This is an optimization exercise on Yosys and OpenROAD, whose aim is small area, not a production implementation.
Function was checked by simulation only, so behaviour that the tests miss may differ from the original.
Power and IR drop assume default switching activity.

--- design/flow/constraint.sdc ---
create_clock -name core_clock -period 10.0 [get_ports {clk}]
set_input_delay 2.0000 -clock core_clock [delete_from_list [all_inputs] [get_ports {clk}]]
set_output_delay 2.0000 -clock core_clock [all_outputs]
set_load 0.01 [all_outputs]
--- design/flow/standard.sh ---
#!/bin/bash
# synth_recipe.tcl (not shown) runs the flow's synth.tcl, then flattens the netlist and writes it again
# the make line also repeats each setting of config.mk as NAME=value (left out here)
make -C /OpenROAD-flow-scripts/flow DESIGN_CONFIG=/design/flow/config.mk WORK_HOME=/design/flow/orfs CLKGATE_MAP_FILE= SYNTH_SCRIPT=/design/flow/synth_recipe.tcl "${@:-finish}"
--- design/flow/flow/run.sh ---
#!/bin/bash
# Standard layout, with two changes: the clock tree uses larger sink clusters and no
# dummy loads, and the port buffers are the smallest buffer cell.
set -euo pipefail
CTS="-sink_clustering_enable -repair_clock_nets -dont_use_dummy_load"
CTS="$CTS -sink_clustering_size ${FLOW_CTS_SIZE:-20} -sink_clustering_max_diameter ${FLOW_CTS_DIAM:-120}"
CTS="$CTS -buf_list sky130_fd_sc_hd__clkbuf_8"
bash standard.sh "CTS_ARGS=$CTS" "BUFFER_PORTS_ARGS=-buffer_cell sky130_fd_sc_hd__buf_1" finish > standard.log 2>&1
--- design/flow/config.mk ---
export PLATFORM = sky130hd
export DESIGN_NAME = strassenTop
export DESIGN_NICKNAME = strassenTop
export VERILOG_FILES = /design/flow/design.v
export SDC_FILE = /design/flow/constraint.sdc
export NUM_CORES = 4
export LEC_CHECK = 0
export CAP_MARGIN = 20
export CORE_MARGIN = 2
export CORE_UTILIZATION = 70
export GPL_TIMING_DRIVEN = 0
export SLEW_MARGIN = 20
export SYNTH_HIERARCHICAL = 1
--- design/flow/design.v ---
`default_nettype none
package strassenPkg;
    localparam int matDim      = 4;
    localparam int halfDim     = 2;                
    localparam int elemWidth   = 4;
    localparam int resultWidth = 12;
    localparam int addrWidth   = 4;                
    localparam int idxWidth    = $clog2(matDim);   
    typedef logic [elemWidth-1:0]   elemT;
    typedef logic [resultWidth-1:0] resultT;
    typedef elemT   operandMatT [matDim][matDim];
    typedef resultT resultMatT  [matDim][matDim];
    typedef resultT quadT       [halfDim][halfDim];
    localparam logic [3:0] modeBrute    = 4'd2;
    localparam logic [3:0] modeStrassen = 4'd4;
    typedef enum logic [3:0] {
        stIdle  = 4'd0,
        stCheck = 4'd1,
        stSel2  = 4'd2,
        stBrute = 4'd3,
        stSel4  = 4'd4,
        stSlice = 4'd6,
        stCalc1 = 4'd7,
        stCalc2 = 4'd8,
        stComb1 = 4'd9,
        stComb2 = 4'd10,
        stLoadC = 4'd11,
        stDone  = 4'd12
    } stateT;
endpackage
`default_nettype wire
`timescale 1ns/1ns
`default_nettype none
module strassenProducts (
    input  wire logic [strassenPkg::matDim-1:0][strassenPkg::elemWidth-1:0] rowA,
    input  wire logic [strassenPkg::matDim-1:0][strassenPkg::elemWidth-1:0] colB,
    output logic [strassenPkg::resultWidth-1:0]                              dot
);
    logic pp0_00, pp1_00, pp2_00, pp3_00, pp0_01, pp0_10, pp1_01, pp1_10, pp2_01, pp2_10, pp3_01, pp3_10, pp0_02, pp0_11, pp0_20, pp1_02, pp1_11, pp1_20, pp2_02, pp2_11, pp2_20, pp3_02, pp3_11, pp3_20, pp0_03, pp0_12, pp0_21, pp0_30, pp1_03, pp1_12, pp1_21, pp1_30, pp2_03, pp2_12, pp2_21, pp2_30, pp3_03, pp3_12, pp3_21, pp3_30, pp0_13, pp0_22, pp0_31, pp1_13, pp1_22, pp1_31, pp2_13, pp2_22, pp2_31, pp3_13, pp3_22, pp3_31, pp0_23, pp0_32, pp1_23, pp1_32, pp2_23, pp2_32, pp3_23, pp3_32, pp0_33, pp1_33, pp2_33, pp3_33, fs0, fc0, hs0, hc0, fs1, fc1, fs2, fc2, fs3, fc3, fs4, fc4, hs1, hc1, fs5, fc5, fs6, fc6, fs7, fc7, fs8, fc8, fs9, fc9, fs10, fc10, fs11, fc11, fs12, fc12, fs13, fc13, fs14, fc14, fs15, fc15, fs16, fc16, fs17, fc17, fs18, fc18, fs19, fc19, fs20, fc20, fs21, fc21, fs22, fc22, fs23, fc23, hs2, hc2, fs24, fc24, fs25, fc25, fs26, fc26, fs27, fc27, fs28, fc28, fs29, fc29, fs30, fc30, fs31, fc31, fs32, fc32, fs33, fc33, fs34, fc34, hs3, hc3, fs35, fc35, fs36, fc36, fs37, fc37, fs38, fc38, fs39, fc39, fs40, fc40, fs41, fc41, fs42, fc42, fs43, fc43, hs4, hc4, fs44, fc44, fs45, fc45, fs46, fc46, fs47, fc47, fs48, fc48, fs49, fc49, hs5, hc5, fs50, fc50, fs51, fc51, fs52, fc52, fs53, fc53;
    assign pp0_00 = ~(rowA[0][0] & colB[0][0]);
    assign pp0_01 = ~(rowA[0][0] & colB[0][1]);
    assign pp0_02 = ~(rowA[0][0] & colB[0][2]);
    assign pp0_03 = ~(rowA[0][0] & colB[0][3]);
    assign pp0_10 = ~(rowA[0][1] & colB[0][0]);
    assign pp0_11 = ~(rowA[0][1] & colB[0][1]);
    assign pp0_12 = ~(rowA[0][1] & colB[0][2]);
    assign pp0_13 = ~(rowA[0][1] & colB[0][3]);
    assign pp0_20 = ~(rowA[0][2] & colB[0][0]);
    assign pp0_21 = ~(rowA[0][2] & colB[0][1]);
    assign pp0_22 = ~(rowA[0][2] & colB[0][2]);
    assign pp0_23 = ~(rowA[0][2] & colB[0][3]);
    assign pp0_30 = ~(rowA[0][3] & colB[0][0]);
    assign pp0_31 = ~(rowA[0][3] & colB[0][1]);
    assign pp0_32 = ~(rowA[0][3] & colB[0][2]);
    assign pp0_33 = ~(rowA[0][3] & colB[0][3]);
    assign pp1_00 = ~(rowA[1][0] & colB[1][0]);
    assign pp1_01 = ~(rowA[1][0] & colB[1][1]);
    assign pp1_02 = ~(rowA[1][0] & colB[1][2]);
    assign pp1_03 = ~(rowA[1][0] & colB[1][3]);
    assign pp1_10 = ~(rowA[1][1] & colB[1][0]);
    assign pp1_11 = ~(rowA[1][1] & colB[1][1]);
    assign pp1_12 = ~(rowA[1][1] & colB[1][2]);
    assign pp1_13 = ~(rowA[1][1] & colB[1][3]);
    assign pp1_20 = ~(rowA[1][2] & colB[1][0]);
    assign pp1_21 = ~(rowA[1][2] & colB[1][1]);
    assign pp1_22 = ~(rowA[1][2] & colB[1][2]);
    assign pp1_23 = ~(rowA[1][2] & colB[1][3]);
    assign pp1_30 = ~(rowA[1][3] & colB[1][0]);
    assign pp1_31 = ~(rowA[1][3] & colB[1][1]);
    assign pp1_32 = ~(rowA[1][3] & colB[1][2]);
    assign pp1_33 = ~(rowA[1][3] & colB[1][3]);
    assign pp2_00 = ~(rowA[2][0] & colB[2][0]);
    assign pp2_01 = ~(rowA[2][0] & colB[2][1]);
    assign pp2_02 = ~(rowA[2][0] & colB[2][2]);
    assign pp2_03 = ~(rowA[2][0] & colB[2][3]);
    assign pp2_10 = ~(rowA[2][1] & colB[2][0]);
    assign pp2_11 = ~(rowA[2][1] & colB[2][1]);
    assign pp2_12 = ~(rowA[2][1] & colB[2][2]);
    assign pp2_13 = ~(rowA[2][1] & colB[2][3]);
    assign pp2_20 = ~(rowA[2][2] & colB[2][0]);
    assign pp2_21 = ~(rowA[2][2] & colB[2][1]);
    assign pp2_22 = ~(rowA[2][2] & colB[2][2]);
    assign pp2_23 = ~(rowA[2][2] & colB[2][3]);
    assign pp2_30 = ~(rowA[2][3] & colB[2][0]);
    assign pp2_31 = ~(rowA[2][3] & colB[2][1]);
    assign pp2_32 = ~(rowA[2][3] & colB[2][2]);
    assign pp2_33 = ~(rowA[2][3] & colB[2][3]);
    assign pp3_00 = ~(rowA[3][0] & colB[3][0]);
    assign pp3_01 = ~(rowA[3][0] & colB[3][1]);
    assign pp3_02 = ~(rowA[3][0] & colB[3][2]);
    assign pp3_03 = ~(rowA[3][0] & colB[3][3]);
    assign pp3_10 = ~(rowA[3][1] & colB[3][0]);
    assign pp3_11 = ~(rowA[3][1] & colB[3][1]);
    assign pp3_12 = ~(rowA[3][1] & colB[3][2]);
    assign pp3_13 = ~(rowA[3][1] & colB[3][3]);
    assign pp3_20 = ~(rowA[3][2] & colB[3][0]);
    assign pp3_21 = ~(rowA[3][2] & colB[3][1]);
    assign pp3_22 = ~(rowA[3][2] & colB[3][2]);
    assign pp3_23 = ~(rowA[3][2] & colB[3][3]);
    assign pp3_30 = ~(rowA[3][3] & colB[3][0]);
    assign pp3_31 = ~(rowA[3][3] & colB[3][1]);
    assign pp3_32 = ~(rowA[3][3] & colB[3][2]);
    assign pp3_33 = ~(rowA[3][3] & colB[3][3]);
    strassenFullAdder i_fa0 (.a(pp0_00), .b(pp1_00), .c(pp2_00), .s(fs0), .co(fc0));
    strassenHalfAdderN i_ha0 (.a(pp3_00), .b(fs0), .s(hs0), .co(hc0));
    strassenFullAdder i_fa1 (.a(pp0_01), .b(pp0_10), .c(pp1_01), .s(fs1), .co(fc1));
    strassenFullAdder i_fa2 (.a(pp1_10), .b(pp2_01), .c(pp2_10), .s(fs2), .co(fc2));
    strassenFullAdder i_fa3 (.a(pp3_01), .b(pp3_10), .c(fc0), .s(fs3), .co(fc3));
    strassenFullAdder i_fa4 (.a(fs1), .b(fs2), .c(hc0), .s(fs4), .co(fc4));
    strassenHalfAdderN i_ha1 (.a(fs3), .b(fs4), .s(hs1), .co(hc1));
    strassenFullAdder i_fa5 (.a(pp0_02), .b(pp0_11), .c(pp0_20), .s(fs5), .co(fc5));
    strassenFullAdder i_fa6 (.a(pp1_02), .b(pp1_11), .c(pp1_20), .s(fs6), .co(fc6));
    strassenFullAdder i_fa7 (.a(pp2_02), .b(pp2_11), .c(pp2_20), .s(fs7), .co(fc7));
    strassenFullAdder i_fa8 (.a(pp3_02), .b(pp3_11), .c(pp3_20), .s(fs8), .co(fc8));
    strassenFullAdder i_fa9 (.a(fc1), .b(fc2), .c(fs5), .s(fs9), .co(fc9));
    strassenFullAdder i_fa10 (.a(fs6), .b(fs7), .c(fs8), .s(fs10), .co(fc10));
    strassenFullAdder i_fa11 (.a(fc3), .b(fs10), .c(fs9), .s(fs11), .co(fc11));
    strassenFullAdder i_fa12 (.a(fc4), .b(fs11), .c(hc1), .s(fs12), .co(fc12));
    strassenFullAdder i_fa13 (.a(pp0_03), .b(pp0_12), .c(pp0_21), .s(fs13), .co(fc13));
    strassenFullAdder i_fa14 (.a(pp0_30), .b(pp1_03), .c(pp1_12), .s(fs14), .co(fc14));
    strassenFullAdder i_fa15 (.a(pp1_21), .b(pp1_30), .c(pp2_03), .s(fs15), .co(fc15));
    strassenFullAdder i_fa16 (.a(pp2_12), .b(pp2_21), .c(pp2_30), .s(fs16), .co(fc16));
    strassenFullAdder i_fa17 (.a(pp3_03), .b(pp3_12), .c(pp3_21), .s(fs17), .co(fc17));
    strassenFullAdder i_fa18 (.a(pp3_30), .b(fc5), .c(fc6), .s(fs18), .co(fc18));
    strassenFullAdder i_fa19 (.a(fc7), .b(fc8), .c(fs13), .s(fs19), .co(fc19));
    strassenFullAdder i_fa20 (.a(fs14), .b(fs15), .c(fs16), .s(fs20), .co(fc20));
    strassenFullAdder i_fa21 (.a(fs17), .b(fc10), .c(fc9), .s(fs21), .co(fc21));
    strassenFullAdder i_fa22 (.a(fs18), .b(fs19), .c(fs20), .s(fs22), .co(fc22));
    strassenFullAdder i_fa23 (.a(fc11), .b(fs21), .c(fs22), .s(fs23), .co(fc23));
    strassenHalfAdderN i_ha2 (.a(fc12), .b(fs23), .s(hs2), .co(hc2));
    strassenFullAdder i_fa24 (.a(pp0_13), .b(pp0_22), .c(pp0_31), .s(fs24), .co(fc24));
    strassenFullAdder i_fa25 (.a(pp1_13), .b(pp1_22), .c(pp1_31), .s(fs25), .co(fc25));
    strassenFullAdder i_fa26 (.a(pp2_13), .b(pp2_22), .c(pp2_31), .s(fs26), .co(fc26));
    strassenFullAdder i_fa27 (.a(pp3_13), .b(pp3_22), .c(pp3_31), .s(fs27), .co(fc27));
    strassenFullAdder i_fa28 (.a(fc13), .b(fc14), .c(fc15), .s(fs28), .co(fc28));
    strassenFullAdder i_fa29 (.a(fc16), .b(fc17), .c(fs24), .s(fs29), .co(fc29));
    strassenFullAdder i_fa30 (.a(fs25), .b(fs26), .c(fs27), .s(fs30), .co(fc30));
    strassenFullAdder i_fa31 (.a(fc18), .b(fc19), .c(fc20), .s(fs31), .co(fc31));
    strassenFullAdder i_fa32 (.a(fs28), .b(fs29), .c(fs30), .s(fs32), .co(fc32));
    strassenFullAdder i_fa33 (.a(fc21), .b(fc22), .c(fs31), .s(fs33), .co(fc33));
    strassenFullAdder i_fa34 (.a(fs32), .b(fc23), .c(fs33), .s(fs34), .co(fc34));
    strassenHalfAdderN i_ha3 (.a(hc2), .b(fs34), .s(hs3), .co(hc3));
    strassenFullAdder i_fa35 (.a(pp0_23), .b(pp0_32), .c(pp1_23), .s(fs35), .co(fc35));
    strassenFullAdder i_fa36 (.a(pp1_32), .b(pp2_23), .c(pp2_32), .s(fs36), .co(fc36));
    strassenFullAdder i_fa37 (.a(pp3_23), .b(pp3_32), .c(fc24), .s(fs37), .co(fc37));
    strassenFullAdder i_fa38 (.a(fc25), .b(fc26), .c(fc27), .s(fs38), .co(fc38));
    strassenFullAdder i_fa39 (.a(fs35), .b(fs36), .c(fc28), .s(fs39), .co(fc39));
    strassenFullAdder i_fa40 (.a(fc29), .b(fc30), .c(fs37), .s(fs40), .co(fc40));
    strassenFullAdder i_fa41 (.a(fs38), .b(fc31), .c(fc32), .s(fs41), .co(fc41));
    strassenFullAdder i_fa42 (.a(fs39), .b(fs40), .c(fc33), .s(fs42), .co(fc42));
    strassenFullAdder i_fa43 (.a(fs41), .b(fc34), .c(fs42), .s(fs43), .co(fc43));
    strassenHalfAdderN i_ha4 (.a(hc3), .b(fs43), .s(hs4), .co(hc4));
    strassenFullAdder i_fa44 (.a(pp0_33), .b(pp1_33), .c(pp2_33), .s(fs44), .co(fc44));
    strassenFullAdder i_fa45 (.a(pp3_33), .b(fc35), .c(fc36), .s(fs45), .co(fc45));
    strassenFullAdder i_fa46 (.a(fs44), .b(fc37), .c(fc38), .s(fs46), .co(fc46));
    strassenFullAdder i_fa47 (.a(fs45), .b(fc39), .c(fc40), .s(fs47), .co(fc47));
    strassenFullAdder i_fa48 (.a(fs46), .b(fc41), .c(fs47), .s(fs48), .co(fc48));
    strassenFullAdder i_fa49 (.a(fc42), .b(fs48), .c(fc43), .s(fs49), .co(fc49));
    strassenHalfAdderN i_ha5 (.a(hc4), .b(fs49), .s(hs5), .co(hc5));
    strassenFullAdder i_fa50 (.a(fc44), .b(fc45), .c(fc46), .s(fs50), .co(fc50));
    strassenFullAdder i_fa51 (.a(fc47), .b(fs50), .c(fc48), .s(fs51), .co(fc51));
    strassenFullAdder i_fa52 (.a(fs51), .b(fc49), .c(hc5), .s(fs52), .co(fc52));
    strassenFullAdder i_fa53 (.a(fc50), .b(fc51), .c(fc52), .s(fs53), .co(fc53));
    assign dot[0] = ~hs0;
    assign dot[1] = ~hs1;
    assign dot[2] = ~fs12;
    assign dot[3] = ~hs2;
    assign dot[4] = ~hs3;
    assign dot[5] = ~hs4;
    assign dot[6] = ~hs5;
    assign dot[7] = ~fs52;
    assign dot[8] = ~fs53;
    assign dot[9] = ~fc53;
    assign dot[strassenPkg::resultWidth-1:10] = '0;
endmodule
module strassenHalfAdderN (
    input  wire logic a, b,
    output logic      s, co
);
    strassenXnor2 i_s  (.a(a), .b(b), .y(s));
    strassenOr2   i_co (.a(a), .b(b), .y(co));
endmodule
module strassenXnor2 (
    input  wire logic a, b,
    output logic      y
);
    assign y = ~(a ^ b);
endmodule
module strassenOr2 (
    input  wire logic a, b,
    output logic      y
);
    assign y = a | b;
endmodule
module strassenFullAdder (
    input  wire logic a, b, c,
    output logic      s, co
);
    assign s  = a ^ b ^ c;
    assign co = (a & b) | (a & c) | (b & c);
endmodule
`default_nettype wire
`timescale 1ns/1ns
`default_nettype none
module strassenDatapath (
    input  wire logic [strassenPkg::matDim-1:0][strassenPkg::matDim-1:0][strassenPkg::elemWidth-1:0] visA,
    input  wire logic [strassenPkg::matDim-1:0][strassenPkg::matDim-1:0][strassenPkg::elemWidth-1:0] visB,
    input  wire logic                                visValid,
    input  wire logic                                vis2,
    input  wire logic [strassenPkg::addrWidth-1:0]   resultAddr,
    output logic [strassenPkg::resultWidth-1:0] resultOut
);
    logic [strassenPkg::idxWidth-1:0] readRow, readCol;
    logic [strassenPkg::matDim-1:0][strassenPkg::elemWidth-1:0] rowA, colB;
    assign readRow = resultAddr[strassenPkg::addrWidth-1 -: strassenPkg::idxWidth];
    assign readCol = resultAddr[strassenPkg::idxWidth-1:0];
    logic                             rowEn;
    logic [strassenPkg::matDim-1:0]   selLo, selHi, selCol;
    assign rowEn = visValid && !(vis2 && (readRow[1] || readCol[1]));
    always_comb begin
        for (int r = 0; r < strassenPkg::matDim; r++) begin
            selLo[r]  = rowEn && readRow == r;
            selHi[r]  = rowEn && !vis2 && readRow == r;
            selCol[r] = readCol == r;
        end
    end
    for (genvar k = 0; k < strassenPkg::matDim; k++) begin : g_k
        for (genvar b = 0; b < strassenPkg::elemWidth; b++) begin : g_b
            strassenSel4 i_selA (
                .sel (k < strassenPkg::halfDim ? selLo : selHi),
                .d   ({visA[3][k][b], visA[2][k][b], visA[1][k][b], visA[0][k][b]}),
                .y   (rowA[k][b])
            );
            strassenSel4 i_selB (
                .sel (selCol),
                .d   ({visB[k][3][b], visB[k][2][b], visB[k][1][b], visB[k][0][b]}),
                .y   (colB[k][b])
            );
        end
    end
    strassenProducts i_strassenProducts (.rowA(rowA), .colB(colB), .dot(resultOut));
endmodule
module strassenSel4 (
    input  wire logic [3:0] sel,
    input  wire logic [3:0] d,
    output logic            y
);
    assign y = |(sel & d);
endmodule
`default_nettype wire
`timescale 1ns/1ns
`default_nettype none
module strassenControl (
    input  wire logic          clk,
    input  wire logic          reset,
    input  wire logic          start,
    input  wire logic [3:0]    mode,
    output logic               done,
    output logic               ldSnap,       
    output logic               ldVis,        
    output logic               sel2,         
    output strassenPkg::stateT state
);
    strassenPkg::stateT nextState;
    always_ff @(posedge clk or posedge reset) begin
        if (reset) state <= strassenPkg::stIdle;
        else       state <= nextState;
    end
    always_comb begin
        nextState = state;
        case (state)
            strassenPkg::stIdle:  if (start) nextState = strassenPkg::stCheck;
            strassenPkg::stCheck: begin
                if (mode == strassenPkg::modeBrute)
                    nextState = strassenPkg::stSel2;
                else if (mode == strassenPkg::modeStrassen)
                    nextState = strassenPkg::stSel4;
            end
            strassenPkg::stSel2:  nextState = strassenPkg::stBrute;
            strassenPkg::stBrute: nextState = strassenPkg::stLoadC;
            strassenPkg::stSel4:  nextState = strassenPkg::stSlice;
            strassenPkg::stSlice: nextState = strassenPkg::stCalc1;
            strassenPkg::stCalc1: nextState = strassenPkg::stCalc2;
            strassenPkg::stCalc2: nextState = strassenPkg::stComb1;
            strassenPkg::stComb1: nextState = strassenPkg::stComb2;
            strassenPkg::stComb2: nextState = strassenPkg::stLoadC;
            strassenPkg::stLoadC: nextState = strassenPkg::stDone;
            strassenPkg::stDone:  nextState = strassenPkg::stIdle;
            default:              nextState = strassenPkg::stIdle;
        endcase
    end
    assign sel2   = (state == strassenPkg::stSel2);
    assign ldSnap = (state == strassenPkg::stSel2) || (state == strassenPkg::stSel4);
    assign ldVis  = (state == strassenPkg::stLoadC);
    assign done   = (state == strassenPkg::stDone);
endmodule
`default_nettype wire
`timescale 1ns/1ns
`default_nettype none
module matrixMemory (
    input  wire logic                               clk,
    input  wire logic                               reset,
    input  wire logic                               memWrite,
    input  wire logic                               memSelB,     
    input  wire logic [strassenPkg::idxWidth-1:0]   memRow,
    input  wire logic [strassenPkg::idxWidth-1:0]   memCol,
    input  wire strassenPkg::elemT                  memData,
    input  wire logic                               ldSnap,
    input  wire logic                               ldVis,
    input  wire logic                               sel2,
    output logic [strassenPkg::matDim-1:0][strassenPkg::matDim-1:0][strassenPkg::elemWidth-1:0] visA,
    output logic [strassenPkg::matDim-1:0][strassenPkg::matDim-1:0][strassenPkg::elemWidth-1:0] visB,
    output logic                                    visValid,    
    output logic                                    vis2         
);
    logic [strassenPkg::matDim-1:0][strassenPkg::matDim-1:0][strassenPkg::elemWidth-1:0] memA, memB;
    logic [strassenPkg::matDim-1:0][strassenPkg::matDim-1:0][strassenPkg::elemWidth-1:0] snapA, snapB;
    logic snap2;
    logic [strassenPkg::matDim-1:0][strassenPkg::matDim-1:0] weA, weB;
    always_comb begin
        for (int i = 0; i < strassenPkg::matDim; i++) begin
            for (int j = 0; j < strassenPkg::matDim; j++) begin
                weA[i][j] = memWrite && !memSelB && memRow == i && memCol == j;
                weB[i][j] = memWrite &&  memSelB && memRow == i && memCol == j;
            end
        end
    end
    always_ff @(posedge clk) begin
        for (int i = 0; i < strassenPkg::matDim; i++) begin
            for (int j = 0; j < strassenPkg::matDim; j++) begin
                if (weA[i][j]) memA[i][j] <= memData;
                if (weB[i][j]) memB[i][j] <= memData;
            end
        end
    end
    always_ff @(posedge clk) begin
        if (ldSnap) begin
            snapA <= memA;
            snapB <= memB;
            snap2 <= sel2;
        end
    end
    always_ff @(posedge clk) begin
        if (ldVis) begin
            visA <= snapA;
            visB <= snapB;
            vis2 <= snap2;
        end
    end
    always_ff @(posedge clk or posedge reset) begin
        if (reset)      visValid <= 1'b0;
        else if (ldVis) visValid <= 1'b1;
    end
endmodule
`default_nettype wire
`timescale 1ns/1ns
`default_nettype none
module strassenTop (
    input  wire logic                                clk,
    input  wire logic                                reset,
    input  wire logic                                start,
    input  wire logic [3:0]                          mode,
    input  wire logic                                memWrite,
    input  wire logic                                memSelB,
    input  wire logic [strassenPkg::idxWidth-1:0]    memRow,
    input  wire logic [strassenPkg::idxWidth-1:0]    memCol,
    input  wire strassenPkg::elemT                   memData,
    input  wire logic [strassenPkg::addrWidth-1:0]   resultAddr,
    output logic                                     done,
    output strassenPkg::stateT                       state,
    output strassenPkg::resultT                      resultOut
);
    logic ldSnap, ldVis, sel2, visValid, vis2;
    logic [strassenPkg::matDim-1:0][strassenPkg::matDim-1:0][strassenPkg::elemWidth-1:0] visA, visB;
    strassenControl i_strassenControl (
        .clk    (clk),
        .reset  (reset),
        .start  (start),
        .mode   (mode),
        .done   (done),
        .ldSnap (ldSnap),
        .ldVis  (ldVis),
        .sel2   (sel2),
        .state  (state)
    );
    matrixMemory i_matrixMemory (
        .clk      (clk),
        .reset    (reset),
        .memWrite (memWrite),
        .memSelB  (memSelB),
        .memRow   (memRow),
        .memCol   (memCol),
        .memData  (memData),
        .ldSnap   (ldSnap),
        .ldVis    (ldVis),
        .sel2     (sel2),
        .visA     (visA),
        .visB     (visB),
        .visValid (visValid),
        .vis2     (vis2)
    );
    strassenDatapath i_strassenDatapath (
        .visA       (visA),
        .visB       (visB),
        .visValid   (visValid),
        .vis2       (vis2),
        .resultAddr (resultAddr),
        .resultOut  (resultOut)
    );
endmodule
`default_nettype wire
==> results of run 1 <==
-- stage by stage --
step | instances | setup WS (ns)
final | 1071 | 0.1954
after global placement | 1029 | -0.5762
after CTS | 1065 | 0.01523
after floorplan | 724 | 0.6834
after global routing | 1071 | -0.003787
after detailed placement | 1039 | -0.3085
-- logic make-up (layout without fill, tap and decap cells) --
group	Yosys count	after routing	share of synthesized area
XOR/XNOR	8	8	0.004886
adder cells (fa/ha/maj)	54	54	0.07538
AO/OA/AOI/OAI	76	76	0.03944
AND/OR/NAND/NOR	171	171	0.05566
flip-flops	391	391	0.8170
buffers and inverters	22	99	0.007415
other	1	2	0.0002615
-- per-layer routing --
metal  global-route usage  wire (um)
met2               0.3825      12150
met3              0.03385       1267
met5                    0          0
met4              0.06010        408
met1               0.3226       9919
-- what timing repair did --
action / 4_1_cts / 5_1_grt
resized for setup: 9 / 9
buffers inserted: 3 / 6
pin swaps: 1 / 2
hold buffers: 0 / 0
hold endpoints to repair: 0 / 0
endpoints found under the setup margin: 2 / 2
-- Yosys stat by module, one instance, submodules excluded, a selection --
module / cells / cell area (um2) / times used / flops+latches
matrixMemory: 436 / 11860 / 1 / 387
strassenControl: 34 / 296.5 / 1 / 4
strassenDatapath: 14 / 120.1 / 1 / 0
strassenFullAdder: 1 / 20.02 / 54 / 0
strassenOr2: 1 / 6.256 / 6 / 0
strassenProducts: 77 / 296.5 / 1 / 0
strassenSel4: 3 / 18.77 / 32 / 0
strassenXnor2: 1 / 8.758 / 6 / 0
-- final cells by class --
cell class | instances | area, um2 | share of cell area
Inverter | 14 | 52.55 | 0.003382
Clock buffer | 23 | 316.6 | 0.02037
Tap cell | 270 | 337.8 | 0.02174
Sequential cell | 391 | 11720 | 0.7539
Buffer | 8 | 53.80 | 0.003462
Multi-Input combinational cell | 311 | 2609 | 0.1679
Timing Repair Buffer | 54 | 454.2 | 0.02923
-- power groups by stage --
stage | Clock [uW] | Sequential [uW] | Combinational (uW)
floorplan | 0 | 2300 | 749
global placement | 0 | 2330 | 1050
detailed placement | 0 | 2290 | 1170
global route | 689 | 2280 | 1300
CTS | 638 | 2250 | 1170
finish | 620 | 2250 | 1170
-- layout by cell type, fill, tap and decap left out, types with 4 or more instances in the layout --
cell type    n
edfxtp_1   386
o21ai_0      4
buf_12       7
buf_1       29
a22oi_1     64
nor2_1      34
dfrtp_1      5
buf_6        4
nand2_1     96
buf_8        5
clkbuf_8    23
buf_4        5
inv_1       13
or2_1        6
buf_2        6
fa_1        54
xnor2_1      8
-- state kept, by name, summed over array words and instances (netlist names) --
name / flops
i_matrixMemory.memA: 64
i_matrixMemory.visB: 64
i_strassenControl.state: 4
i_matrixMemory.visA: 64
i_matrixMemory.snapA: 64
i_matrixMemory.snap2: 1
i_matrixMemory.vis2: 1
i_matrixMemory.memB: 64
i_matrixMemory.visValid: 1
i_matrixMemory.snapB: 64
-- how the worst min path moves through the flow --
stage	depth (start not counted)	to	slack [ns]	startpoint
finish	0	i_matrixMemory.visA[16]$_DFFE_PP_	0.39	i_matrixMemory.snapA[16]$_DFFE_PP_
global route	0	i_matrixMemory.visA[16]$_DFFE_PP_	0.40	i_matrixMemory.snapA[16]$_DFFE_PP_
CTS	0	i_matrixMemory.visA[16]$_DFFE_PP_	0.39	i_matrixMemory.snapA[16]$_DFFE_PP_
detailed placement	0	i_matrixMemory.snapA[25]$_DFFE_PP_	0.40	i_matrixMemory.memA[25]$_DFFE_PP_
global placement	0	i_matrixMemory.snapA[8]$_DFFE_PP_	0.40	i_matrixMemory.memA[8]$_DFFE_PP_
floorplan	0	i_matrixMemory.snapA[0]$_DFFE_PP_	0.40	i_matrixMemory.memA[0]$_DFFE_PP_
-- worst reg2reg max path, cell delays in order (launching register included) --
cell	delay [ns]
dfrtp_1	0.40
buf_2	0.19
xnor2_1	0.17
nor3_4	0.42
buf_6	0.24
buf_16	0.17
buf_8	0.20
buf_8	0.21
buf_8	0.20
==> metrics.md, run 1 <==
| Metric | Value |
|---|---|
| Die Y-Extent | roughly 150 um |
| Area grow syn2layout | 8.358% |
| Relative slew slack | 0.4850 |
| Total net switching power | 1214 uW |
| Synth Cell Area | 14340 um2 |
| Final wirelength | roughly 24000 um |
| DR vias/cell | 5.952 |
| Ports | 38 |
| Clk buf depth | 3 |
| Count of buffers from port buffering | 35 |
| Hold Slack | 0.3932 ns |
| Post-synth top area cell | edfxtp_1 |
| Max incr delay on CP | 0.59 ns |
| Filler Cell Count | 1119 |
| Worst R2R Path Depth | 8 |
| Max FO, Critical Path | 8 |
| DRT Pass-1 Iters | 5 |
| Max_cap viols | 0 |
| Cells after synthesis | just over 700 |
| Share of the synthesized area in the top cell type | 0.8082 |
| Core area | 20170 um2 |
| Worst-path clk slew | 0.11 ns |
| Post-synth top cells | 386 x edfxtp_1, 99 x nand2_1, 64 x a22oi_1, 54 x fa_1, 35 x nor2_1 |
| Fin nets | 878 |
| First-pass GRT wire length | 36020 um |
| Max Fclk | 102.0 MHz |
| Stages on the worst setup path | 19 |
| Clk Latency, worst-skew pair | 0.56 ns |
| CP endpoint | resultOut[8] |
| Synthesized area per cell | ~20 um2 |
| Clk root buf | clkbuf_8 |
| CTS Buf Count | 23 |
| Setup Skew | 0.03743 ns |
| Final setup vio count | 0 |
| TritonCTS clock tree | yes |
| N_diodes | 0 |
| Most frequent cell after synthesis | edfxtp_1 |
| Vias | between 6000 and 7000 |
| Initial antenna violation count | 0 |
| Crit-path cells | buf_1 > nand2b_4 > a211oi_4 > buf_12 > a22oi_1 > nand2_1 > nand2_1 > fa_1 > fa_1 > fa_1 > fa_1 > fa_1 > fa_1 > fa_1 > or2_1 > fa_1 > fa_1 > inv_1 > buf_1 |
| VDD IR max | approximately 160 uV |
| Seq cells post-synth | 391 |
| Hold Crit Class | reg -> reg |
| Synth warn | 9 |
| Dominant cells by area after synthesis | edfxtp_1 81%, fa_1 7.5%, a22oi_1 3.4% |
| Die Wd | around 150 um |
| Fin util | 0.7705 |
| Pwr dens | 260.0 nW/um2 |
| Leak | 0.004792 uW |
| HPWL after DPL | between 15000 and 20000 um |
| Launch point of the worst reg-to-reg path | i_strassenControl.state[2]$_DFFE_PP0P_ |
| Final period util | 0.9805 |
| Post-synth cell types | 40 |
| Final Wtd Congestion | 0.9416 |
| Final Hold Vio Count | 0 |
| Largest net degree at the start of global routing | between 60 and 70 |
| Reg2Reg Setup Slack | around 7.5 ns |
| Crit path buffers/inverters | 4 |
| Vias in the first global route | 6457 |
| CP arrival | between 7 and 8 ns |
| DP Area | 15010 um2 |
| Async S/R FF share, synth | 0.01279 |
| Critical Path RT | roughly 8.0 ns |
| Grt ovf | 0 |
| Worst slew pin tran | 0.7724 ns |
| CP delay by family, top | adder cells |
| Final worst path period need | 9.805 ns |
| Initial Utilization | 0.7110 |
| Ys flop type | edfxtp_1 |
| Row cnt | 52 |
| Clock power frac | 0.154 |
| Post-route ant nets | 0 |
| Worst Path Class, Setup | in -> out |
| CP Launch Point | resultAddr[3] |
| Total power | between 4000 and 5000 uW |
| Status | no timing/DRC/antenna violations |
| Int Pwr | 2827 uW |
| Worst path most repeated cell | fa_1 |
| TNS Setup | 0 ns |
| CP max-delay cell | fa_1 |
| Layout cells sized above 1 | 0.09114 |
| # DRC | 0 |
| Post-synth EDFFs | 386 |
| Total GRT Usage | 0.2270 |
| Initial drt markers | 485 |
| Total clock sinks | approximately 390 |
| Full die area | 21650 um2 |
| Drt wl/cell | 22.17 um |
| Pins Over Slew Limit | 0 |
| Sequential fraction of design power | 0.558 |
| Crit end category | primary output |
| Gate power share | 0.289 |
| Crit start category | input pin |
| FF-to-FF End | i_matrixMemory.snapB[21]$_DFFE_PP_ |
| Seq/Total Area, Yosys | 0.8170 |
| Final instance area | 15540 um2 |
| CTS H-Tree Depth | 1 |
| Sw Ratio | 0.3004 |
==> run 2: changes to the inputs <==
--- a/design/flow/config.mk
+++ b/design/flow/config.mk
@@ -8,5 +8,5 @@
 export CAP_MARGIN = 20
 export CORE_MARGIN = 2
-export CORE_UTILIZATION = 70
+export CORE_UTILIZATION = 60
 export GPL_TIMING_DRIVEN = 0
 export SLEW_MARGIN = 20
==> run 2 against run 1 <==
Wire length up 3.1%. Critical path depth unchanged. Highest routed layer is now met5. Critical endpoint unchanged. Via count down 1.4%. Area after synthesis unchanged. Count of clock-buffer cells in the layout unchanged. Worst setup slack better by 0.028 ns. Register-to-register slack better by 0.15 ns. Non-clock buffer count up 2. Total power about the same.
==> metrics.md, run 2 <==
| Metric | Value |
|---|---|
| Die Y-Extent | 158.6 um (was 147.1 um) |
| Synth Cell Area | 14340 um2 (unchanged) |
| Fin util | 0.6649 (was 0.7705) |
| Status | no timing/DRC/antenna violations (unchanged) |
| Final period util | 0.9776 (was 0.9805) |
| Relative slew slack | 0.4580 (was 0.4850) |
| Post-synth cell types | 40 (unchanged) |
| Clk buf depth | 3 (unchanged) |
| Gate power share | 0.287 (was 0.289) |
| Clock power frac | 0.155 (was 0.154) |
| Fin nets | 880 (was 878) |
| Total net switching power | 1220 uW (was 1214 uW) |
| Leak | 0.004808 uW (was 0.004792 uW) |
| Crit-path cells | clkbuf_2 > nand2b_4 > a211oi_4 > buf_4 > a22oi_1 > nand2_1 > nand2_1 > fa_1 > fa_1 > fa_1 > fa_1 > fa_1 > fa_1 > fa_1 > or2_1 > fa_1 > fa_1 > inv_1 > buf_1 (was buf_1 > nand2b_4 > a211oi_4 > buf_12 > a22oi_1 > nand2_1 > nand2_1 > fa_1 > fa_1 > fa_1 > fa_1 > fa_1 > fa_1 > fa_1 > or2_1 > fa_1 > fa_1 > inv_1 > buf_1) |
| Hold Crit Class | reg -> reg (unchanged) |
| Crit end category | primary output (unchanged) |
| Count of buffers from port buffering | 35 (unchanged) |
| Max incr delay on CP | 0.54 ns (was 0.59 ns) |
| Worst path most repeated cell | fa_1 (unchanged) |
| Placed instance count | 1090 (was 1039) |
| DR vias/cell | 5.596 (was 5.952) |
| Final setup vio count | 0 (unchanged) |
| Total GRT Usage | 0.2030 (was 0.2270) |
| Async S/R FF share, synth | 0.01279 (unchanged) |
| Dpl ws | -0.4662 ns (was -0.3085 ns) |
| Core area | 23470 um2 (was 20170 um2) |
| DRT Pass-1 Iters | 5 (unchanged) |
| Final Instance Count excl. Fillers | 1123 (was 1071) |
| CP Launch Point | resultAddr[3] (unchanged) |
| Most frequent cell after synthesis | edfxtp_1 (unchanged) |
| Vias in the first global route | 6466 (was 6457) |
| Commonest non-fill, non-tap cell in the layout | edfxtp_1 (unchanged) |
| Ports | 38 (unchanged) |
| # DRC | 0 (unchanged) |
| Max Fclk | 102.3 MHz (was 102.0 MHz) |
| Crit path buffers/inverters | 4 (unchanged) |
| CTS H-Tree Depth | 1 (unchanged) |
| CP delay by family, top | adder cells (unchanged) |
| Pins Over Slew Limit | 0 (unchanged) |
| CP max-delay cell | fa_1 (unchanged) |
| RSZ-0062 raised after global routing | no |
| Layout cells sized above 1 | 0.08842 (was 0.09114) |
| Full die area | 25160 um2 (was 21650 um2) |
| Hold Slack | 0.3803 ns (was 0.3932 ns) |
| Grt ovf | 0 (unchanged) |
| Cells after synthesis | 723 (unchanged) |
| Max FO, Critical Path | 8 (unchanged) |
| Worst slew pin tran | 0.8131 ns (was 0.7724 ns) |
| Synthesized area per cell | 19.84 um2 (unchanged) |
| First-pass GRT wire length | 36660 um (was 36020 um) |
| CTS Hold Buffers Added | 0 (unchanged) |
| Final wirelength | 24470 um (was 23740 um) |
| Final Wtd Congestion | 0.8725 (was 0.9416) |
| Drt wl/cell | 21.79 um (was 22.17 um) |
| Filler Cell Count | 1581 (was 1119) |
| Critical Path RT | 8.00 ns (about the same) |
| Post-synth top cells | 386 x edfxtp_1, 99 x nand2_1, 64 x a22oi_1, 54 x fa_1, 35 x nor2_1 (unchanged) |
| Sequential cell area | 11720 um2 (unchanged) |
| VDD IR max | 143.2 uV (was 162.1 uV) |
| Clk root buf | clkbuf_8 (unchanged) |
| Row cnt | 56 (was 52) |
| Seq cells post-synth | 391 (unchanged) |
| Sequential fraction of design power | 0.558 (about the same) |
| Seq/Total Area, Yosys | 0.8170 (unchanged) |
| Dominant cells by area after synthesis | edfxtp_1 81%, fa_1 7.5%, a22oi_1 3.4% (unchanged) |
| Initial Utilization | 0.6110 (was 0.7110) |
| Worst Path Class, Setup | in -> out (unchanged) |
| Worst-path clk slew | 0.11 ns (about the same) |
| Sw Ratio | 0.3019 (was 0.3004) |
| CTS Buf Count | 23 (unchanged) |
| Post-synth EDFFs | 386 (unchanged) |
| Multi-input gate area | 2600 um2 (was 2609 um2) |
| Vias | 6284 (was 6375) |
| Commonest cells after routing, fill and taps aside | 386 x edfxtp_1, 99 x nand2_1, 64 x a22oi_1 (was 386 x edfxtp_1, 96 x nand2_1, 64 x a22oi_1) |
| Setup Skew | 0.04102 ns (was 0.03743 ns) |
| Share of the synthesized area in the top cell type | 0.8082 (unchanged) |
| TritonCTS clock tree | yes (unchanged) |
| CP arrival | 7.78 ns (was 7.80 ns) |
| HPWL after DPL | 17120 um (was 16480 um) |
| Final worst path period need | 9.776 ns (was 9.805 ns) |
| Total clock sinks | 391 (unchanged) |
| Hold path startpoint | i_matrixMemory.memA[2]$_DFFE_PP_ (was i_matrixMemory.snapA[16]$_DFFE_PP_) |
| Crit start category | input pin (unchanged) |
| Post-route ant nets | 0 (unchanged) |
| Largest net degree at the start of global routing | 50 (was 65) |
| Post-synth top area cell | edfxtp_1 (unchanged) |
| Fin worst setup slack | 0.2236 ns (was 0.1954 ns) |
| Final Hold Vio Count | 0 (unchanged) |
| Initial antenna violation count | 2 (was 0) |
| Area grow syn2layout | 8.820% (was 8.358%) |
| Int Pwr | 2822 uW (was 2827 uW) |
| Ys flop type | edfxtp_1 (unchanged) |
| Initial drt markers | 471 (was 485) |
| Clk Latency, worst-skew pair | 0.56 ns (about the same) |
| Synth warn | 9 (unchanged) |
| Reg2Reg Setup Slack | 7.64 ns (was 7.49 ns) |
| Die Wd | 158.6 um (was 147.1 um) |
| Pwr dens | 259.0 nW/um2 (was 260.0 nW/um2) |
| Max_cap viols | 0 (unchanged) |
| Launch point of the worst reg-to-reg path | i_strassenControl.state[2]$_DFFE_PP0P_ (unchanged) |
[run 2: logic make-up after synthesis]
| logic type | Yosys count | share of synthesized area |
|---|---|---|
| AND/OR/NAND/NOR | 171 | 0.05566 |
| flip-flops | 391 | 0.8170 |
| other | 1 | 0.0002615 |
| AO/OA/AOI/OAI | 76 | 0.03944 |
| buffers and inverters | 22 | 0.007415 |
| XOR/XNOR | 8 | 0.004886 |
| adder cells (fa/ha/maj) | 54 | 0.07538 |
[run 2: worst reg2reg max path, delay by kind of cell (launching register included)]
kind,cells,cell delay [ns]
buf+inv,7,1.31
flops,1,0.39
simple gates,1,0.18
xor+xnor,1,0.17
[run 2: worst paths after layout]
path,endpoint,cells after the start
max in group asynchronous,i_strassenControl.state[1]$_DFFE_PP0P_,2
worst max register to register,i_matrixMemory.snapB[13]$_DFFE_PP_,9
min in group asynchronous,i_matrixMemory.visValid$_DFFE_PP0P_,2
worst min-delay path,i_matrixMemory.snapA[2]$_DFFE_PP_,0
worst min register to register,i_matrixMemory.snapA[2]$_DFFE_PP_,0
worst max-delay path,resultOut[8],19
[run 2: routing by layer]
layer  global-route usage  wire length (um)  part of all wire
met1               0.2870             10530              0.43
met2               0.3389             12130              0.50
met3              0.03375              1294             0.053
met4              0.04848               483             0.020
met5                    0                30            0.0012
[run 2: Yosys stat by module, one instance, submodules excluded, excerpt]
module	cells	flip-flops and latches	times used	area [um2]
strassenControl	34	4	1	296.5
strassenOr2	1	0	6	6.256
matrixMemory	436	387	1	11860
strassenFullAdder	1	0	54	20.02
strassenSel4	3	0	32	18.77
strassenProducts	77	0	1	296.5
strassenXnor2	1	0	6	8.758
[run 2: timing repair]
action / CTS / global route
gates cloned: 0 / 0
gates resized for setup: 12 / 2
pin swaps: 0 / 4
buffers inserted: 3 / 6
endpoints found under the setup margin: 3 / 2
[run 2: power by group through the flow]
stage | Sequential, uW | Clock [uW] | Combinational (uW)
final | 2250 | 626 | 1160
after global placement | 2340 | 0 | 1070
after floorplan | 2300 | 0 | 749
after detailed placement | 2290 | 0 | 1170
after CTS | 2260 | 652 | 1180
after global routing | 2280 | 708 | 1290
[run 2: stage by stage]
stage	instance area, um2	TNS, ns	power [uW]
2_1_floorplan	14350	0	3053
4_1_cts	15500	0	4085
3_5_place_dp	15110	-0.9289	3463
5_1_grt	15600	0	4277
6_report	15610	0	4042
3_3_place_gp	14880	-1.974	3409
[run 2: layout make-up]
cell class                      count  share of cell area
Antenna cell                        1           0.0001603
Buffer                              8            0.003447
Clock buffer                       23             0.02028
Inverter                           14            0.003367
Multi-Input combinational cell    311              0.1666
Sequential cell                   391              0.7507
Tap cell                          319             0.02558
Timing Repair Buffer               56             0.02982
==> run 3: changes to the inputs <==
--- a/design/flow/config.mk
+++ b/design/flow/config.mk
@@ -6,8 +6,8 @@
 export NUM_CORES = 4
 export LEC_CHECK = 0
-export CAP_MARGIN = 20
+export CAP_MARGIN = 10
 export CORE_MARGIN = 2
 export CORE_UTILIZATION = 60
 export GPL_TIMING_DRIVEN = 0
-export SLEW_MARGIN = 20
+export SLEW_MARGIN = 10
 export SYNTH_HIERARCHICAL = 1
==> run 3 against run 2 <==
Wire length up 0.67%. Worst setup slack worse by 0.013 ns. Still clean. Register-to-register slack gained 0.08 ns. Flip-flop and latch count stayed put. Cell count is 0.27% lower. Highest routed layer unchanged. Hold slack gained 0.0020 ns. Largest cell class unchanged. Synthesized cell count stayed put. Combinational power is essentially flat. Die area is the same.
==> metrics.md, run 3 <==
| Metric | Value |
|---|---|
| FF-to-FF End | i_matrixMemory.visB[6]$_DFFE_PP_ (was i_matrixMemory.snapB[13]$_DFFE_PP_) |
| Share of the synthesized area in the top cell type | 0.8082 (unchanged) |
| Clk Latency, worst-skew pair | 0.57 ns (was 0.56 ns) |
| Final Hold Vio Count | 0 (unchanged) |
| Sequential cell area | 11720 um2 (unchanged) |
| Post-synth cell types | 40 (unchanged) |
| Final period util | 0.9789 (was 0.9776) |
| Total clock sinks | 391 (unchanged) |
| Post-route ant nets | 0 (unchanged) |
| Vias | 6264 (was 6284) |
| Hold path depth | 0 (unchanged) |
| HPWL after DPL | 16920 um (was 17120 um) |
| Vias in the first global route | 6444 (was 6466) |
| Crit-path cells | clkbuf_2 > nand2b_4 > buf_4 > nor3_4 > buf_4 > a22oi_1 > nand2_1 > nand2_1 > fa_1 > fa_1 > fa_1 > fa_1 > fa_1 > fa_1 > fa_1 > or2_1 > fa_1 > fa_1 > inv_1 > buf_1 (was clkbuf_2 > nand2b_4 > a211oi_4 > buf_4 > a22oi_1 > nand2_1 > nand2_1 > fa_1 > fa_1 > fa_1 > fa_1 > fa_1 > fa_1 > fa_1 > or2_1 > fa_1 > fa_1 > inv_1 > buf_1) |
| Post-synth top area cell | edfxtp_1 (unchanged) |
| Hold Crit Class | reg -> reg (unchanged) |
| Clk root buf | clkbuf_8 (unchanged) |
| Final setup vio count | 0 (unchanged) |
| CTS Buf Count | 23 (unchanged) |
| Final Instance Count excl. Fillers | 1120 (was 1123) |
| Async S/R FF share, synth | 0.01279 (unchanged) |
| Hold path startpoint | i_matrixMemory.memA[0]$_DFFE_PP_ (was i_matrixMemory.memA[2]$_DFFE_PP_) |
| Max incr delay on CP | 0.56 ns (was 0.54 ns) |
| Placed instance count | 1088 (was 1090) |
| Worst Path Class, Setup | in -> out (unchanged) |
| Filler Cell Count | 1581 (unchanged) |
| Reg2Reg Setup Slack | 7.72 ns (was 7.64 ns) |
| First-pass GRT wire length | 36540 um (was 36660 um) |
| Hold Slack | 0.3823 ns (was 0.3803 ns) |
| Status | no timing/DRC/antenna violations (unchanged) |
| Commonest non-fill, non-tap cell in the layout | edfxtp_1 (unchanged) |
| Pins Over Slew Limit | 0 (unchanged) |
| CTS H-Tree Depth | 1 (unchanged) |
| Synthesized area per cell | 19.84 um2 (unchanged) |
| CP arrival | 7.79 ns (was 7.78 ns) |
| Layout cells sized above 1 | 0.08614 (was 0.08842) |
| Dominant cells by area after synthesis | edfxtp_1 81%, fa_1 7.5%, a22oi_1 3.4% (unchanged) |
| Commonest cells after routing, fill and taps aside | 386 x edfxtp_1, 99 x nand2_1, 64 x a22oi_1 (unchanged) |
| Seq/Total Area, Yosys | 0.8170 (unchanged) |
| Ports | 38 (unchanged) |
| Leak | 0.004784 uW (was 0.004808 uW) |
| N_diodes | 0 (was 1) |
| Max_cap viols | 0 (unchanged) |
| Max Fclk | 102.2 MHz (was 102.3 MHz) |
| Synth warn | 9 (unchanged) |
| Clock power frac | 0.157 (was 0.155) |
| Die Y-Extent | 158.6 um (unchanged) |
| Launch point of the worst reg-to-reg path | i_strassenControl.state[2]$_DFFE_PP0P_ (unchanged) |
| Grt ovf | 0 (unchanged) |
| Initial drt markers | 483 (was 471) |
| # DRC | 0 (unchanged) |
| Pwr dens | 259.3 nW/um2 (was 259.0 nW/um2) |
| Fin nets | 878 (was 880) |
| Initial Utilization | 0.6110 (unchanged) |
| Worst R2R Path Depth | 5 (was 9) |
| Final wirelength | 24640 um (was 24470 um) |
| TritonCTS clock tree | yes (unchanged) |
| Post-synth EDFFs | 386 (unchanged) |
| Sequential fraction of design power | 0.559 (was 0.558) |
| Largest net degree at the start of global routing | 50 (unchanged) |
| TNS Setup | 0 ns (unchanged) |
| Core area | 23470 um2 (unchanged) |
| Worst path most repeated cell | fa_1 (unchanged) |
| Cells after synthesis | 723 (unchanged) |
| Row cnt | 56 (unchanged) |
| Post-synth top cells | 386 x edfxtp_1, 99 x nand2_1, 64 x a22oi_1, 54 x fa_1, 35 x nor2_1 (unchanged) |
| Worst-path clk slew | 0.11 ns (about the same) |
| Sw Ratio | 0.3025 (was 0.3019) |
| Final worst path period need | 9.789 ns (was 9.776 ns) |
| Full die area | 25160 um2 (unchanged) |
| Crit end category | primary output (unchanged) |
| Critical Path RT | 8.00 ns (about the same) |
| Final Wtd Congestion | 0.8725 (unchanged) |
| Total GRT Usage | 0.2024 (was 0.2030) |
| Die Wd | 158.6 um (unchanged) |
| Most frequent cell after synthesis | edfxtp_1 (unchanged) |
| Hold Crit Endpoint | i_matrixMemory.snapA[0]$_DFFE_PP_ (was i_matrixMemory.snapA[2]$_DFFE_PP_) |
| Initial antenna violation count | 1 (was 2) |
| Gate power share | 0.284 (was 0.287) |
| Total net switching power | 1220 uW (about the same) |
| Synth Cell Area | 14340 um2 (unchanged) |
| DR vias/cell | 5.593 (was 5.596) |
| Dpl ws | -0.4414 ns (was -0.4662 ns) |
| Relative slew slack | 0.4665 (was 0.4580) |
| Multi-input gate area | 2600 um2 (unchanged) |
| Drt wl/cell | 22.00 um (was 21.79 um) |
| CP max-delay cell | fa_1 (unchanged) |
| Setup Skew | 0.03763 ns (was 0.04102 ns) |
| VDD IR max | 153.2 uV (was 143.2 uV) |
| Ys flop type | edfxtp_1 (unchanged) |
| Crit start category | input pin (unchanged) |
| Int Pwr | 2812 uW (was 2822 uW) |
| DRT Pass-1 Iters | 5 (unchanged) |
| Count of buffers from port buffering | 35 (unchanged) |
| Fin worst setup slack | 0.2110 ns (was 0.2236 ns) |
| Max FO, Critical Path | 7 (was 8) |
| Total power | 4032 uW (was 4042 uW) |
| Clk buf depth | 3 (unchanged) |
| Worst slew pin tran | 0.8003 ns (was 0.8131 ns) |
| CP delay by family, top | adder cells (unchanged) |
| RSZ-0062 raised after global routing | no (unchanged) |
| Crit path buffers/inverters | 5 (was 4) |
| Seq cells post-synth | 391 (unchanged) |
| Area grow syn2layout | 8.419% (was 8.820%) |
-- run 3: cell counts after synthesis --
No cell type changed its count.
-- run 3: stage by stage --
stage | utilization | area, um2
6_report | 0.6624 | 15550
5_1_grt | 0.6624 | 15550
4_1_cts | 0.6600 | 15490
3_5_place_dp | 0.6418 | 15070
3_3_place_gp | 0.6340 | 14880
2_1_floorplan | - | 14350
-- run 3: power by group through the flow --
stage / logic, uW / registers [uW] / clock network (uW)
finish: 1140 / 2250 / 632
global route: 1290 / 2280 / 711
CTS: 1170 / 2260 / 658
detailed placement: 1160 / 2290 / 0
global placement: 1070 / 2340 / 0
floorplan: 749 / 2300 / 0
-- run 3: cell type report --
class,instances,share of cell area
plain buffers,8,0.003460
well taps,319,0.02567
multi-input cells,311,0.1672
inverters,14,0.003380
repair buffers,54,0.02639
clock buffers,23,0.02036
flip-flops and latches,391,0.7535
-- run 3: repair_timing --
item | in CTS | in global routing
hold buffers | 0 | 0
gates cloned | 0 | 0
setup endpoints to repair | 3 | 2
setup buffers | 4 | 5
resized for setup | 13 | 2
pin swaps | 0 | 3
-- run 3: per-layer routing --
metal | share of wire | track usage | wire, um | up-vias
met2 | 0.50 | 0.3426 | 12270 | 131
met4 | 0.022 | 0.04976 | 544 | 2
met3 | 0.052 | 0.03239 | 1287 | 40
met1 | 0.43 | 0.2816 | 10520 | 3204
li1 | - | - | - | 2887
met5 | 0.00057 | 0 | 14 | -
-- run 3: cell families (layout without fill, tap and decap cells) --
logic type               Yosys count  in the layout  share of synthesized area
flip-flops                       391            391                     0.8170
AND/OR/NAND/NOR                  171            171                    0.05566
AO/OA/AOI/OAI                     76             76                    0.03944
adder cells (fa/ha/maj)           54             54                    0.07538
buffers and inverters             22             99                   0.007415
XOR/XNOR                           8              8                   0.004886
other                              1              2                  0.0002615
-- run 3: how the worst max path moves through the flow --
stage	start	to	slack, ns	depth (start not counted)
3_5_place_dp	resultAddr[1]	resultOut[8]	-0.44	17
3_3_place_gp	resultAddr[1]	resultOut[8]	-0.81	17
4_1_cts	resultAddr[3]	resultOut[8]	0.07	18
5_1_grt	resultAddr[3]	resultOut[8]	0.003	20
2_1_floorplan	resultAddr[1]	resultOut[8]	0.68	15
6_report	resultAddr[3]	resultOut[8]	0.21	20
-- run 3: Yosys stat by module (local to each module, per instance), excerpt --
module | area [um2] | flip-flops and latches | copies in the design
strassenSel4 | 18.77 | 0 | 32
strassenDatapath | 120.1 | 0 | 1
strassenProducts | 296.5 | 0 | 1
strassenControl | 296.5 | 4 | 1
strassenFullAdder | 20.02 | 0 | 54
matrixMemory | 11860 | 387 | 1
==> run 4: changes to the inputs <==
--- a/design/flow/config.mk
+++ b/design/flow/config.mk
@@ -6,8 +6,8 @@
 export NUM_CORES = 4
 export LEC_CHECK = 0
-export CAP_MARGIN = 10
+export CAP_MARGIN = 0
 export CORE_MARGIN = 2
 export CORE_UTILIZATION = 60
 export GPL_TIMING_DRIVEN = 0
-export SLEW_MARGIN = 10
+export SLEW_MARGIN = 0
 export SYNTH_HIERARCHICAL = 1
==> run 4 against run 3 <==
Still clean on timing, DRC and antenna. Worst setup slack worse by 0.0064 ns. Sequential power about the same. Register-to-register slack better by 0.09 ns. Critical path depth down 1. Combinational power about the same. Clock skew down 0.00051 ns. Wire length down 1.2%. Area after synthesis unchanged. Global-route usage down 0.27 points. Flip-flop and latch count unchanged. Maximum frequency about the same. Critical endpoint unchanged. Largest cell class unchanged. Largest power group unchanged.
==> metrics.md, run 4 <==
| Metric | Value |
|---|---|
| Initial antenna violation count | 1 (unchanged) |
| Final Wtd Congestion | 0.8725 (unchanged) |
| CTS Hold Buffers Added | 0 (unchanged) |
| Full die area | 25160 um2 (unchanged) |
| Max incr delay on CP | 0.52 ns (was 0.56 ns) |
| Final wirelength | 24330 um (was 24640 um) |
| Met1 global-route usage | 0.2777 (was 0.2816) |
| Max_cap viols | 0 (unchanged) |
| CTS Buf Count | 23 (unchanged) |
| Relative slew slack | 0.4198 (was 0.4665) |
| Worst R2R Path Depth | 5 (unchanged) |
| Worst slew pin tran | 0.8675 ns (was 0.8003 ns) |
| Commonest cells after routing, fill and taps aside | 386 x edfxtp_1, 98 x nand2_1, 64 x a22oi_1 (was 386 x edfxtp_1, 99 x nand2_1, 64 x a22oi_1) |
| Ys flop type | edfxtp_1 (unchanged) |
| Row cnt | 56 (unchanged) |
| Final worst path period need | 9.795 ns (was 9.789 ns) |
| Worst Path Class, Setup | in -> out (unchanged) |
| Fin worst setup slack | 0.2046 ns (was 0.2110 ns) |
| # DRC | 0 (unchanged) |
| Drt wl/cell | 21.84 um (was 22.00 um) |
| First-pass GRT wire length | 35980 um (was 36540 um) |
| Area grow syn2layout | 8.140% (was 8.419%) |
| TNS Setup | 0 ns (unchanged) |
| Post-synth cell types | 40 (unchanged) |
| Crit end category | primary output (unchanged) |
| Crit start category | input pin (unchanged) |
| Post-route ant nets | 0 (unchanged) |
| Hold path startpoint | i_matrixMemory.memA[35]$_DFFE_PP_ (was i_matrixMemory.memA[0]$_DFFE_PP_) |
| Cells after synthesis | 723 (unchanged) |
| Clk buf depth | 3 (unchanged) |
| Met3 usage | 0.03212 (was 0.03239) |
| Commonest non-fill, non-tap cell in the layout | edfxtp_1 (unchanged) |
| Crit-path cells | clkbuf_2 > nand2b_4 > a211oi_4 > buf_12 > a22oi_1 > nand2_1 > nand2_1 > fa_1 > fa_1 > fa_1 > fa_1 > fa_1 > fa_1 > fa_1 > or2_1 > fa_1 > fa_1 > inv_1 > buf_1 (was clkbuf_2 > nand2b_4 > buf_4 > nor3_4 > buf_4 > a22oi_1 > nand2_1 > nand2_1 > fa_1 > fa_1 > fa_1 > fa_1 > fa_1 > fa_1 > fa_1 > or2_1 > fa_1 > fa_1 > inv_1 > buf_1) |
| VDD IR max | 182.5 uV (was 153.2 uV) |
| TritonCTS clock tree | yes (unchanged) |
| Largest net degree at the start of global routing | 73 (was 50) |
| DR vias/cell | 5.608 (was 5.593) |
| Initial drt markers | 386 (was 483) |
| Setup Skew | 0.03712 ns (was 0.03763 ns) |
| Dpl ws | -0.9091 ns (was -0.4414 ns) |
| Final Hold Vio Count | 0 (unchanged) |
| Share of the synthesized area in the top cell type | 0.8082 (unchanged) |
| HPWL after DPL | 16570 um (was 16920 um) |
| Post-synth top cells | 386 x edfxtp_1, 99 x nand2_1, 64 x a22oi_1, 54 x fa_1, 35 x nor2_1 (unchanged) |
| Max Fclk | 102.1 MHz (was 102.2 MHz) |
| Seq cells post-synth | 391 (unchanged) |
| Fin nets | 872 (was 878) |
| Total GRT Usage | 0.1997 (was 0.2024) |
| N_diodes | 0 (unchanged) |
| Post-synth top area cell | edfxtp_1 (unchanged) |
| Status | no timing/DRC/antenna violations (unchanged) |
| Clk Latency, worst-skew pair | 0.57 ns (about the same) |
| Hold path depth | 0 (unchanged) |
| Critical Path RT | 8.00 ns (about the same) |
| Core area | 23470 um2 (unchanged) |
| Total clock sinks | 391 (unchanged) |
| RSZ-0062 raised after global routing | no (unchanged) |
| Worst path most repeated cell | fa_1 (unchanged) |
| Dominant cells by area after synthesis | edfxtp_1 81%, fa_1 7.5%, a22oi_1 3.4% (unchanged) |
| Max FO, Critical Path | 8 (was 7) |
| Synthesized area per cell | 19.84 um2 (unchanged) |
| Pwr dens | 259.8 nW/um2 (was 259.3 nW/um2) |
| Fin util | 0.6607 (was 0.6624) |
| Pins Over Slew Limit | 0 (unchanged) |
| Launch point of the worst reg-to-reg path | i_strassenControl.state[2]$_DFFE_PP0P_ (unchanged) |
| Clk root buf | clkbuf_8 (unchanged) |
| Die Wd | 158.6 um (unchanged) |
| Vias | 6247 (was 6264) |
| Synth warn | 9 (unchanged) |
| Post-synth EDFFs | 386 (unchanged) |
| CP arrival | 7.80 ns (was 7.79 ns) |
| Initial Utilization | 0.6110 (unchanged) |
| Vias in the first global route | 6374 (was 6444) |
| Worst-path clk slew | 0.11 ns (about the same) |
| Final period util | 0.9795 (was 0.9789) |
| Die Y-Extent | 158.6 um (unchanged) |
| Count of buffers from port buffering | 35 (unchanged) |
| Most frequent cell after synthesis | edfxtp_1 (unchanged) |
| Grt ovf | 0 (unchanged) |
| Leak | 0.004757 uW (was 0.004784 uW) |
| GRT Max-Usage Layer | met2 (unchanged) |
| CP max-delay cell | fa_1 (unchanged) |
| CTS H-Tree Depth | 1 (unchanged) |
| GR Util met2 | 0.3313 (was 0.3426) |
| Filler Cell Count | 1621 (was 1581) |
| CP Launch Point | resultAddr[3] (unchanged) |
| Synth Cell Area | 14340 um2 (unchanged) |
| DRT Pass-1 Iters | 5 (unchanged) |
| Final setup vio count | 0 (unchanged) |
| Hold Crit Class | reg -> reg (unchanged) |
| Ports | 38 (unchanged) |
| Async S/R FF share, synth | 0.01279 (unchanged) |
| Seq/Total Area, Yosys | 0.8170 (unchanged) |
| Layout cells sized above 1 | 0.08050 (was 0.08614) |
run 4: layer usage:
| metal | share of wire | up-vias |
|---|---|---|
| met2 | 0.49 | 177 |
| met5 | 0.00053 | - |
| met3 | 0.051 | 44 |
| li1 | - | 2858 |
| met4 | 0.032 | 2 |
| met1 | 0.42 | 3166 |
run 4: modules after synthesis (local to each module, per instance), a selection:
module | times used | cells
matrixMemory | 1 | 436
strassenControl | 1 | 34
strassenProducts | 1 | 77
strassenDatapath | 1 | 14
strassenFullAdder | 54 | 1
strassenSel4 | 32 | 3
strassenXnor2 | 6 | 1
strassenOr2 | 6 | 1
run 4: timing repair:
action / in CTS / in global routing
buffers inserted: 3 / 3
endpoints found under the hold margin: 0 / 0
setup endpoints to repair: 3 / 2
pin swaps: 0 / 2
gates resized for setup: 15 / 4
run 4: critical path: cells and delay by family:
family | cells | cell delay, ns
adder cells (fa/ha/maj) | 9 | 4.10
AND/OR/NAND/NOR | 4 | 0.79
buffers and inverters | 4 | 0.52
AO/OA/AOI/OAI | 2 | 0.37
run 4: cell families (layout without fill, tap and decap cells):
logic type / after synthesis / count (layout) / share of synthesized area
other: 1 / 2 / 0.0002615
adder cells (fa/ha/maj): 54 / 54 / 0.07538
XOR/XNOR: 8 / 8 / 0.004886
buffers and inverters: 22 / 93 / 0.007415
AO/OA/AOI/OAI: 76 / 76 / 0.03944
AND/OR/NAND/NOR: 171 / 171 / 0.05566
flip-flops: 391 / 391 / 0.8170
run 4: area by class of cell:
class / instances / area, um2 / area share
inverter: 14 / 52.55 / 0.003388
tap: 319 / 399.1 / 0.02574
multi-input combinational: 311 / 2603 / 0.1678
sequential: 391 / 11720 / 0.7555
buffer: 8 / 53.80 / 0.003469
timing repair buffer: 48 / 367.9 / 0.02372
clock buffer: 23 / 316.6 / 0.02041
run 4: path summary, 6_finish.rpt:
path / endpoint / slack, ns
hold / removal: i_matrixMemory.snapA[35]$_DFFE_PP_ / 0.38
setup reg to reg: i_matrixMemory.snapB[3]$_DFFE_PP_ / 7.81
max in group asynchronous: i_strassenControl.state[2]$_DFFE_PP0P_ / 8.50
setup / recovery: resultOut[8] / 0.20
hold reg to reg: i_matrixMemory.snapA[35]$_DFFE_PP_ / 0.38
min in group asynchronous: i_matrixMemory.visValid$_DFFE_PP0P_ / 1.29
run 4: where the power goes:
part	internal, uW	total [uW]	switching, uW
Combinational	430	1150	717
Clock	208	626	417
Sequential	2180	2260	79.9
run 4: through the flow:
stage	power (uW)	instance area, um2	cells	hold slack, ns
6_report	4028	15510	1114	0.3757
5_1_grt	4276	15510	1114	0.3917
4_1_cts	4072	15450	1111	0.3817
3_5_place_dp	3453	15050	1085	0.4045
3_3_place_gp	3409	14880	1078	0.4007
2_1_floorplan	3053	14350	724	0.4003

-- separate check: timing with driven ports --
In the flow no input, the clock included, has a driving cell. The finished layouts below were timed again as built, in two steps. Step 1 sets driving cells, clkbuf_16 on the clock port and buf_2 on the other inputs (assumed; they add their load-dependent delay and slew). Step 2 times the ports against the registers' clock, not the clock port: input delays grow and output delays shrink by t, the midpoint of the rising clock arrivals with the driver on. Slacks: no drivers / after step 1 / after step 2; pairs: no drivers / after step 1.
run	shift t [ns]	slack for setup (ns)	worst hold slack (ns)	slew at the worst register clock pin (ns)
run 1	0.578	0.195 / 0.175 / 0.175	0.393 / 0.393 / 0.393	0.12 / 0.12
run 2	0.580	0.224 / 0.169 / 0.169	0.380 / 0.380 / 0.380	0.12 / 0.12
run 3	0.594	0.211 / 0.188 / 0.188	0.382 / 0.382 / 0.382	0.12 / 0.12
run 4	0.593	0.205 / 0.180 / 0.180	0.376 / 0.376 / 0.376	0.12 / 0.12
After both steps setup and hold are still met in every run listed. The setup slack of run 2, which loses most, moves by -0.055 ns with the drivers and by -0.055 ns with both steps.
